This is an optimization exercise on Yosys and OpenROAD, whose aim is small area, not a production implementation. In this exercise RTL edits were held to simulation tests only and were not proved equivalent to the original. The clock cells of this run come from the design's own scripts or RTL, not from TritonCTS. The flow treats the clock pin as an ideal source. Dropping or thinning the clock tree relies on that and would not hold on a real chip. Power is estimated from default activity; no workload was simulated.

===== flow/config.mk =====
export PLATFORM = sky130hd
export DESIGN_NAME = linebuffer_top
export DESIGN_NICKNAME = linebuffer_top
export VERILOG_FILES = /design/flow/design.v
export SDC_FILE = /design/flow/constraint.sdc
export NUM_CORES = 8
export LEC_CHECK = 0
export CAP_MARGIN = 0
export CORE_MARGIN = 2
export CORE_UTILIZATION = 65
export SLEW_MARGIN = 0
export SYNTH_HIERARCHICAL = 1

===== flow/constraint.sdc =====
create_clock -name core_clock -period 10.0 [get_ports {clk_i}]
set_input_delay 2.0000 -clock core_clock [delete_from_list [all_inputs] [get_ports {clk_i}]]
set_output_delay 2.0000 -clock core_clock [all_outputs]
set_load 0.01 [all_outputs]

===== flow/design.v =====
module linebuffer #(
  parameter int DATA_W     = 8,
  parameter int KERNEL_W   = 3,
  parameter int RESOLUTION = 64
) (
  input  logic              clk_i,
  input  logic              arst_n_i,
  input  logic [DATA_W-1:0] data_i,
  input  logic              wr_valid_i,
  output logic [KERNEL_W-1:0][DATA_W-1:0] data_o,
  input  logic              rd_valid_i
);
  localparam int PTR_W = $clog2(RESOLUTION);
  localparam int NGRP  = (RESOLUTION + 2) / 3;    
  logic [DATA_W-1:0] mem [RESOLUTION];
  logic [PTR_W-1:0]  wr_ptr;
  logic [PTR_W-1:0]  ahead_ptr;    
  logic              wrapped;      
  logic [KERNEL_W-1:0][DATA_W-1:0] win;
  logic [KERNEL_W-1:0][DATA_W-1:0] win_nxt;
  logic [RESOLUTION-1:0] wr_sel;
  lb_dec64 u_wr_dec (
    .en_i (wr_valid_i),
    .a_i  (wr_ptr),
    .y_o  (wr_sel)
  );
  always_ff @(posedge clk_i) begin
    for (int i = 0; i < RESOLUTION; i++) begin
      if (wr_sel[i]) begin
        mem[i] <= data_i;
      end
    end
  end
  always_ff @(posedge clk_i or negedge arst_n_i) begin
    if (!arst_n_i) begin
      wr_ptr  <= '0;
      wrapped <= 1'b0;
    end else if (wr_valid_i) begin
      wr_ptr <= wr_ptr + 1'b1;
      if (&wr_ptr) begin
        wrapped <= 1'b1;
      end
    end
  end
  always_ff @(posedge clk_i or negedge arst_n_i) begin
    if (!arst_n_i) begin
      ahead_ptr <= PTR_W'(KERNEL_W);
    end else if (rd_valid_i) begin
      ahead_ptr <= ahead_ptr + 1'b1;
    end
  end
  logic [PTR_W-1:0] wr_dist;       
  logic [KERNEL_W:0] hit;          
  logic              ahead_valid;
  assign wr_dist = wr_ptr - ahead_ptr;
  always_comb begin
    for (int k = 0; k <= KERNEL_W; k++) begin
      hit[k] = wr_valid_i && (wr_dist == PTR_W'(k - KERNEL_W));
    end
  end
  assign ahead_valid = wrapped || (ahead_ptr < wr_ptr);
  logic [KERNEL_W-1:0] sel_hold, sel_shift, sel_load;
  always_comb begin
    for (int k = 0; k < KERNEL_W; k++) begin
      sel_hold[k]  = !rd_valid_i && !hit[k];
      sel_shift[k] = rd_valid_i && !hit[k+1];
      sel_load[k]  = rd_valid_i ? hit[k+1] : hit[k];
    end
  end
  logic [RESOLUTION-1:0] rd_sel;
  lb_dec64 u_rd_dec (
    .en_i (ahead_valid && sel_shift[KERNEL_W-1]),
    .a_i  (ahead_ptr),
    .y_o  (rd_sel)
  );
  for (genvar b = 0; b < DATA_W; b++) begin : g_bit
    for (genvar k = 0; k < KERNEL_W - 1; k++) begin : g_win
      logic n;
      lb_aoi222 u_aoi (
        .a_i({win[k][b], win[k+1][b], data_i[b]}),
        .b_i({sel_hold[k], sel_shift[k], sel_load[k]}),
        .y_o(n)
      );
      assign win_nxt[k][b] = ~n;
    end
    logic [3*NGRP-1:0] cand, csel;
    logic [NGRP-1:0]   n;
    for (genvar i = 0; i < RESOLUTION; i++) begin : g_cand
      assign cand[i] = mem[i][b];
      assign csel[i] = rd_sel[i];
    end
    assign cand[RESOLUTION]     = win[KERNEL_W-1][b];
    assign csel[RESOLUTION]     = sel_hold[KERNEL_W-1];
    assign cand[RESOLUTION + 1] = data_i[b];
    assign csel[RESOLUTION + 1] = sel_load[KERNEL_W-1];
    for (genvar i = RESOLUTION + 2; i < 3*NGRP; i++) begin : g_pad
      assign cand[i] = 1'b0;
      assign csel[i] = 1'b0;
    end
    for (genvar g = 0; g < NGRP; g++) begin : g_grp
      lb_aoi222 u_aoi (.a_i(cand[3*g +: 3]), .b_i(csel[3*g +: 3]), .y_o(n[g]));
    end
    lb_nand22 u_nand (.a_i(n), .y_o(win_nxt[KERNEL_W-1][b]));
  end
  always_ff @(posedge clk_i or negedge arst_n_i) begin
    if (!arst_n_i) begin
      win <= '0;
    end else begin
      win <= win_nxt;
    end
  end
  assign data_o = win;
endmodule
module lb_aoi222 (
  input  logic [2:0] a_i,
  input  logic [2:0] b_i,
  output logic       y_o
);
  assign y_o = ~|(a_i & b_i);
endmodule
module lb_dec64 (
  input  logic        en_i,
  input  logic [5:0]  a_i,
  output logic [63:0] y_o
);
  logic [7:0] lo_n, hi_n;
  for (genvar i = 0; i < 8; i++) begin : g_pre
    lb_nand3 u_lo (.a_i(a_i[2:0] ~^ 3'(7 - i) ^ 3'b111), .y_o(lo_n[i]));
    lb_nand4 u_hi (.a_i({en_i, a_i[5:3] ~^ 3'(7 - i) ^ 3'b111}), .y_o(hi_n[i]));
  end
  for (genvar i = 0; i < 64; i++) begin : g_out
    lb_nor2 u_o (.a_i({hi_n[i / 8], lo_n[i % 8]}), .y_o(y_o[i]));
  end
endmodule
module lb_nand22 (
  input  logic [21:0] a_i,
  output logic        y_o
);
  logic [5:0] o;
  logic [2:0] n;
  for (genvar i = 0; i < 5; i++) begin : g_l1
    lb_nand4 u_n (.a_i(a_i[4*i +: 4]), .y_o(o[i]));
  end
  lb_nand2 u_n5 (.a_i(a_i[21:20]), .y_o(o[5]));
  for (genvar i = 0; i < 3; i++) begin : g_l2
    lb_nor2 u_r (.a_i(o[2*i +: 2]), .y_o(n[i]));
  end
  lb_nand3 u_f (.a_i(n), .y_o(y_o));
endmodule
module lb_nand2 (input logic [1:0] a_i, output logic y_o);
  assign y_o = ~&a_i;
endmodule
module lb_nand3 (input logic [2:0] a_i, output logic y_o);
  assign y_o = ~&a_i;
endmodule
module lb_nand4 (input logic [3:0] a_i, output logic y_o);
  assign y_o = ~&a_i;
endmodule
module lb_nor2 (input logic [1:0] a_i, output logic y_o);
  assign y_o = ~|a_i;
endmodule
module linebuffer_top (
  input  logic        clk_i,
  input  logic        arst_n_i,
  input  logic [7:0]  data_i,
  input  logic        wr_valid_i,
  input  logic        rd_valid_i,
  output logic [23:0] data_o
);
  logic [2:0][7:0] win;
  linebuffer #(
    .DATA_W    (8),
    .KERNEL_W  (3),
    .RESOLUTION(64)
  ) u_lb (
    .clk_i     (clk_i),
    .arst_n_i  (arst_n_i),
    .data_i    (data_i),
    .wr_valid_i(wr_valid_i),
    .data_o    (win),
    .rd_valid_i(rd_valid_i)
  );
  assign data_o = win;
endmodule

===== flow/flow/run.sh =====
#!/bin/bash
# Own layout flow: the standard ORFS flow (standard.sh) with two changes:
#  - TritonCTS is replaced by a hand-built clock tree (pre_cts.tcl,
#    lb_clock_tree.tcl): root clkbuf_8 -> mid clkbuf_4 (up to 6 leaves each)
#    -> leaf clkbuf_8 (about 18 flip-flops each);
#  - the port buffers are buf_1 (BUFFER_PORTS_ARGS).
# Make's full output goes to flow_make.log; each ORFS step keeps its own log
# under orfs/logs/.
set -euo pipefail
here=$(cd "$(dirname "${BASH_SOURCE[0]}")" && pwd)
export LB_LEAF_CELL=sky130_fd_sc_hd__clkbuf_8
export LB_MID_CELL=sky130_fd_sc_hd__clkbuf_4
export LB_ROOT_CELL=sky130_fd_sc_hd__clkbuf_8
export LB_CLUSTER=18
export LB_MID_FANOUT=6
bash standard.sh \
  PRE_CTS_TCL="$here/pre_cts.tcl" \
  BUFFER_PORTS_ARGS="-buffer_cell sky130_fd_sc_hd__buf_1" \
  finish > flow_make.log 2>&1

===== flow/flow/lb_clock_tree.tcl =====
# Hand-built clock tree, used in place of TritonCTS: the clock port drives one
# root buffer, the root drives a level of mid buffers, each mid buffer drives
# the leaf buffers of its region, and each leaf buffer drives one cluster of
# nearby flip-flops. Clusters come from recursive bisection of the placed
# positions, so each is a compact group of about LB_CLUSTER flip-flops.
# Settings (environment): LB_LEAF_CELL, LB_MID_CELL, LB_ROOT_CELL,
# LB_CLUSTER (flip-flops per leaf buffer), LB_MID_FANOUT (leaves per mid).

# Recursive bisection: split the points along the longer side of their
# bounding box, in proportion to the number of clusters on each side, until
# each part is one cluster. Returns {assignment centroids counts}.
proc lb_bisect_rec {points idxs nc first} {
  upvar asg asg
  if {$nc <= 1} {
    foreach i $idxs { lset asg $i $first }
    return
  }
  set xs {}; set ys {}
  foreach i $idxs { lappend xs [lindex $points $i 0]; lappend ys [lindex $points $i 1] }
  set xs [lsort -real $xs]; set ys [lsort -real $ys]
  set dx [expr {[lindex $xs end] - [lindex $xs 0]}]
  set dy [expr {[lindex $ys end] - [lindex $ys 0]}]
  set axis [expr {$dx >= $dy ? 0 : 1}]
  set items {}
  foreach i $idxs { lappend items [list $i [lindex $points $i $axis]] }
  set items [lsort -real -index 1 $items]
  set na [expr {$nc / 2}]
  set cut [expr {int(round(double([llength $idxs]) * $na / $nc))}]
  set a {}; set b {}
  set k 0
  foreach it $items {
    if {$k < $cut} { lappend a [lindex $it 0] } else { lappend b [lindex $it 0] }
    incr k
  }
  lb_bisect_rec $points $a $na $first
  lb_bisect_rec $points $b [expr {$nc - $na}] [expr {$first + $na}]
}

proc lb_bisect {points nc} {
  set n [llength $points]
  set asg [lrepeat $n 0]
  set idxs {}
  for {set i 0} {$i < $n} {incr i} { lappend idxs $i }
  lb_bisect_rec $points $idxs $nc 0
  set sx [lrepeat $nc 0.0]; set sy [lrepeat $nc 0.0]; set cnt [lrepeat $nc 0]
  set i 0
  foreach p $points {
    set c [lindex $asg $i]
    lset sx $c [expr {[lindex $sx $c] + [lindex $p 0]}]
    lset sy $c [expr {[lindex $sy $c] + [lindex $p 1]}]
    lset cnt $c [expr {[lindex $cnt $c] + 1}]
    incr i
  }
  set cent {}
  for {set c 0} {$c < $nc} {incr c} {
    set k [lindex $cnt $c]
    lappend cent [list [expr {[lindex $sx $c] / $k}] [expr {[lindex $sy $c] / $k}]]
  }
  return [list $asg $cent $cnt]
}

proc lb_make_buf {master name x y innet} {
  set block [ord::get_db_block]
  set inst [odb::dbInst_create $block $master $name]
  $inst setLocation [expr {int($x)}] [expr {int($y)}]
  $inst setPlacementStatus PLACED
  set net [odb::dbNet_create $block ${name}_net]
  $net setSigType CLOCK
  [$inst findITerm X] connect $net
  [$inst findITerm A] connect $innet
  return [list $inst $net]
}

proc lb_build_clock_tree {args} {
  set db [ord::get_db]
  set block [ord::get_db_block]
  set leaf_master [$db findMaster $::env(LB_LEAF_CELL)]
  set mid_master  [$db findMaster $::env(LB_MID_CELL)]
  set root_master [$db findMaster $::env(LB_ROOT_CELL)]
  set clk [$block findNet clk_i]
  set sinks {}
  set pts {}
  foreach it [$clk getITerms] {
    set b [[$it getInst] getBBox]
    lappend sinks $it
    lappend pts [list [expr {([$b xMin] + [$b xMax]) / 2.0}] [expr {([$b yMin] + [$b yMax]) / 2.0}]]
  }
  set n [llength $sinks]
  set nleaf [expr {int(ceil(double($n) / $::env(LB_CLUSTER)))}]
  lassign [lb_bisect $pts $nleaf] lasg lcent lcnt
  set nmid [expr {int(ceil(double($nleaf) / $::env(LB_MID_FANOUT)))}]
  lassign [lb_bisect $lcent $nmid] masg mcent mcnt
  # root at the centre of the mid buffers
  set rx 0.0; set ry 0.0
  foreach ct $mcent { set rx [expr {$rx + [lindex $ct 0]}]; set ry [expr {$ry + [lindex $ct 1]}] }
  lassign [lb_make_buf $root_master clkbuf_root [expr {$rx / $nmid}] [expr {$ry / $nmid}] $clk] rinst rnet
  for {set m 0} {$m < $nmid} {incr m} {
    lassign [lb_make_buf $mid_master clkbuf_mid_$m {*}[lindex $mcent $m] $rnet] minst mnet($m)
  }
  for {set c 0} {$c < $nleaf} {incr c} {
    lassign [lb_make_buf $leaf_master clkbuf_leaf_$c {*}[lindex $lcent $c] $mnet([lindex $masg $c])] linst lnet($c)
  }
  # move the sinks last, so the root buffer's input stays on clk_i
  set i 0
  foreach it $sinks {
    $it disconnect
    $it connect $lnet([lindex $lasg $i])
    incr i
  }
  set_propagated_clock [all_clocks]
  puts "lb_tree: $n sinks, $nleaf leaf buffers (sizes [lsort -integer $lcnt]), $nmid mid buffers"
}

===== flow/flow/pre_cts.tcl =====
# Sourced by ORFS's cts.tcl before clock tree synthesis (PRE_CTS_TCL): replace
# TritonCTS by the hand-built tree of lb_clock_tree.tcl. The rest of the CTS
# step (legalisation, timing repair) runs as usual.
source [file join [file dirname [info script]] lb_clock_tree.tcl]
proc clock_tree_synthesis {args} {
  lb_build_clock_tree
}

===== flow/standard.sh =====
#!/bin/bash
# synth_recipe.tcl (not shown) runs the flow's synth.tcl, then flattens the netlist and writes it again
# the make line also repeats each setting of config.mk as NAME=value (left out here)
make -C /OpenROAD-flow-scripts/flow DESIGN_CONFIG=/design/flow/config.mk WORK_HOME=/design/flow/orfs CLKGATE_MAP_FILE= SYNTH_SCRIPT=/design/flow/synth_recipe.tcl "${@:-finish}"

==> flow_metrics.tcl <==
set metrics [dict create \
    slew_viol_final 0 \
    antenna_found_initial 1 \
    syn2layout_area_growth_pct 5.534 \
    globalRouteOverflowTotal 0 \
    gp_congestion 0.8629 \
    path_cells "buf_1, and2b_1, or3b_1, or3_1, o221a_1, nand4_1, nor2_1, a222oi_1, nand4_1, nor2_1, nand3_1" \
    hp-class "flop to flop" \
    io_pins 36 \
    yosys_warnings 8 \
    synth.distinct_cells 43 \
    initial_utilization_pct 65.88 \
    period_share_pct 54.51 \
    cts_hold_buffers 0 \
    layoutNonFillerInstCount 1573 \
    drc 0 \
    crit_family "simple AND/OR/NAND/NOR gates" \
    critical_path_buf_inv_count 1 \
    critPathMaxFanout 17 \
    post-place-ws_ns 4.053 \
    ys_ff_latch 549 \
    cap_violations 0 \
    dp.cells 1534 \
    setup.worst_path.class "primary input to flop" \
    numPortBuffers 35 \
    peakVddDrop_mv 0.1497 \
    p_per_area_nw_per_um2 211.8 \
    drt-pass1-iter-count 13 \
    vias 11820 \
    critPathSlowestCell "buf_1" \
    postRouteAntennaNets 0 \
    post_cts_buffers 0 \
    slew_headroom_pct 27.64 \
    dpl.hpwl_um 30550 \
    syn_nets 1127 \
    tightest_slew_ns 1.085 \
    syn_avg_cell_area_um2 18.17 \
    worst_setup_path_start_kind "primary input" \
    cp-end-kind "flop" \
    cp.required_ns 10.52 \
    ctsResizeCount 0 \
    power_leakage_nw 6.720 \
    outcome "no timing/DRC/antenna violations" \
    nets 1199 \
    seq_area_frac_synth_pct 81.11 \
    skew_ns 0.06769 \
    critical_path_arrival_ns 5.97 \
    utilization_pct 69.53 \
    rsz0062_at_grt "no" \
    routedWlPerCell_um 31.06 \
    timing.setup.tns_ns 0 \
    fp.dieH_um 179.8 \
    synth_cells 1106 \
    drtIter0Drc 2552 \
    grt_max_degree 68 \
    setup_viol 0 \
    hold_violations 0 \
    routed_via_density 7.512 \
    grtUsageTotal_pct 29.72 \
    routed_wl_um 48850 \
    grt_pass1_wl_um 71880 \
    rows 64 \
    critical-path-max-stage-delay_ns 0.53 \
    core-area_um2 30510 \
    fin_ws_ns 4.549 \
    first_global_vias 10970 \
    clock.fmax_mhz 183.5 \
    synthFlopType "edfxtp_1" \
    die_w_um 179.8 \
    clk_pin_slew_ns 0.10 \
    drive_gt1_share_pct 5.102 \
    insertion_delay_ns 0.69 \
    synth_edf_count 512 \
    ys_async_sr_fraction_pct 6.740 \
    fin_crit_ns 5.451 \
    dieArea_um2 32340 \
    syn_area_um2 20100 \
]
-- metal layers --
| metal | share of wire [%] | global-route usage (%) |
|---|---|---|
| met1 | 40 | 46.59 |
| met2 | 44 | 42.65 |
| met4 | 3.8 | 9.528 |
| met3 | 12 | 6.341 |
| met5 | 0.020 | 0 |
-- Yosys cell counts, types with 2 or more instances --
| cell | number | share of area (%) |
|---|---|---|
| edfxtp_1 | 512 | 76 |
| a222oi_1 | 192 | 9.6 |
| nor2_1 | 155 | 2.9 |
| nand4_1 | 62 | 1.9 |
| inv_1 | 37 | 0.69 |
| dfrtp_1 | 35 | 4.4 |
| nand3_1 | 29 | 0.72 |
| nand2_1 | 12 | 0.22 |
| buf_4 | 9 | 0.34 |
| ha_1 | 8 | 0.50 |
| xnor2_1 | 7 | 0.31 |
| xor2_1 | 7 | 0.31 |
| a21oi_1 | 6 | 0.15 |
| a21o_1 | 2 | 0.075 |
| and2_1 | 2 | 0.062 |
| dfstp_2 | 2 | 0.26 |
| nor2b_1 | 2 | 0.062 |
| nor3_1 | 2 | 0.050 |
-- flip-flops by register name, summed over array words and instances (netlist names) --
signal,count
u_lb.mem,512
u_lb.win,24
u_lb.wr_ptr,6
u_lb.ahead_ptr,6
u_lb.wrapped,1
-- cells in the final DEF (no fill, tap or decap), types with 6 or more instances in the layout --
| cell type | Yosys | layout |
|---|---|---|
| nand2_1 | 12 | 12 |
| edfxtp_1 | 512 | 512 |
| ha_1 | 8 | 8 |
| dfrtp_1 | 35 | 35 |
| xnor2_1 | 7 | 7 |
| nand4_1 | 62 | 62 |
| inv_1 | 37 | 37 |
| buf_4 | 9 | 9 |
| a21oi_1 | 6 | 6 |
| a222oi_1 | 192 | 192 |
| buf_1 | 0 | 26 |
| clkbuf_8 | 0 | 32 |
| nor2_1 | 155 | 155 |
| nand3_1 | 29 | 29 |
| clkbuf_2 | 1 | 9 |
| clkbuf_4 | 0 | 6 |
| xor2_1 | 7 | 7 |
-- worst register-to-register path: stages, from the launching register on --
cell      delay [ns]
dfstp_2         0.66
ha_1            0.25
inv_1           0.06
fa_1            0.47
and2b_1         0.24
or3b_1          0.36
or3_1           0.32
o221a_1         0.38
nand4_1         0.41
nor2_1          0.25
a222oi_1        0.53
nand4_1         0.41
nor2_1          0.41
nand3_1         0.12
-- per-module statistics from Yosys (local to each module, per instance), a selection --
| module | cell area (um2) | copies in the design | cells | flip-flops and latches |
|---|---|---|---|---|
| lb_dec64 | 22.52 | 2 | 6 | 0 |
| lb_aoi222 | 10.01 | 192 | 1 | 0 |
| lb_nand4 | 6.256 | 56 | 1 | 0 |
| lb_nand3 | 5.005 | 24 | 1 | 0 |
| lb_nand2 | 3.754 | 8 | 1 | 0 |
| lb_nor2 | 3.754 | 152 | 1 | 0 |
-- power breakdown --
group          internal [W]  total [W]  switching (W)
combinational      0.000212   0.000787       0.000575
sequential          0.00265    0.00276       0.000114
clock              0.000317   0.000943       0.000627
total               0.00318    0.00449        0.00132
-- area by class of cell --
cell class | count | area, um2
sequential | 549 | 16300
fill | 1955 | 9298
multi-input combinational | 508 | 3576
tap | 396 | 495.5
buffer | 38 | 485.5
timing repair buffer | 44 | 210.2
inverter | 37 | 138.9
antenna | 1 | 2.502
-- per-stage QoR --
stage                     power, W  area, um2  hold slack (ns)
after floorplan           0.003240      20100           0.4288
after global placement    0.003559      20720           0.4892
after detailed placement  0.003572      20720           0.4979
after CTS                 0.004486      21210           0.5250
after global routing      0.004655      21210           0.5307
final                     0.004493      21210           0.5228
-- worst paths after layout --
kind / startpoint / endpoint / slack (ns) / depth (start not counted)
min in group asynchronous: arst_n_i / u_lb.wr_ptr[5]$_DFFE_PN0P_ / 1.51 / 1
setup reg to reg: u_lb.ahead_ptr[0]$_DFFE_PN1P_ / u_lb.win[18]$_DFF_PN0_ / 5.02 / 13
hold / removal: u_lb.wrapped$_DFFE_PN0P_ / u_lb.wrapped$_DFFE_PN0P_ / 0.52 / 1
hold reg to reg: u_lb.wrapped$_DFFE_PN0P_ / u_lb.wrapped$_DFFE_PN0P_ / 0.52 / 1
max in group asynchronous: arst_n_i / u_lb.win[21]$_DFF_PN0_ / 7.80 / 1
setup / recovery: wr_valid_i / u_lb.win[18]$_DFF_PN0_ / 4.55 / 11
-- logic make-up (layout without fill, tap and decap cells) --
family,count (synthesis),count (layout),share of synthesized area (%)
DFF,549,549,81.11
and+or+nand+nor,272,272,6.269
AOI/OAI and AO/OA,211,211,10.21
buffers and inverters,49,119,1.096
xor gates and xnor gates,14,14,0.6101
adders and majority gates,9,9,0.5976
muxes,2,2,0.1058
other,0,1,0

-- what the ideal ports hide --
How much do the figures lean on ideal ports? The routed layout below was timed once more, with nothing changed but the port constraints. Step 1 sets driving cells, clkbuf_16 on the clock port and buf_2 on the other inputs (assumed; they add their load-dependent delay and slew). Step 2 moves the port delays by t, midway between the first and last clock arrival at a register: inputs arrive t later, outputs are due t later. That takes back most of the time a late clock gives input paths. a / b / c = ideal / step 1 / step 2; a / b = the first two.
t, ns: 0.709
setup WS [ns]: 4.549 / 4.551 / 3.843
worst setup path after step 2: input to register
After both steps this run still meets setup and hold. The setup slack of this run moves by +0.002 ns with the drivers and by -0.706 ns with both steps.
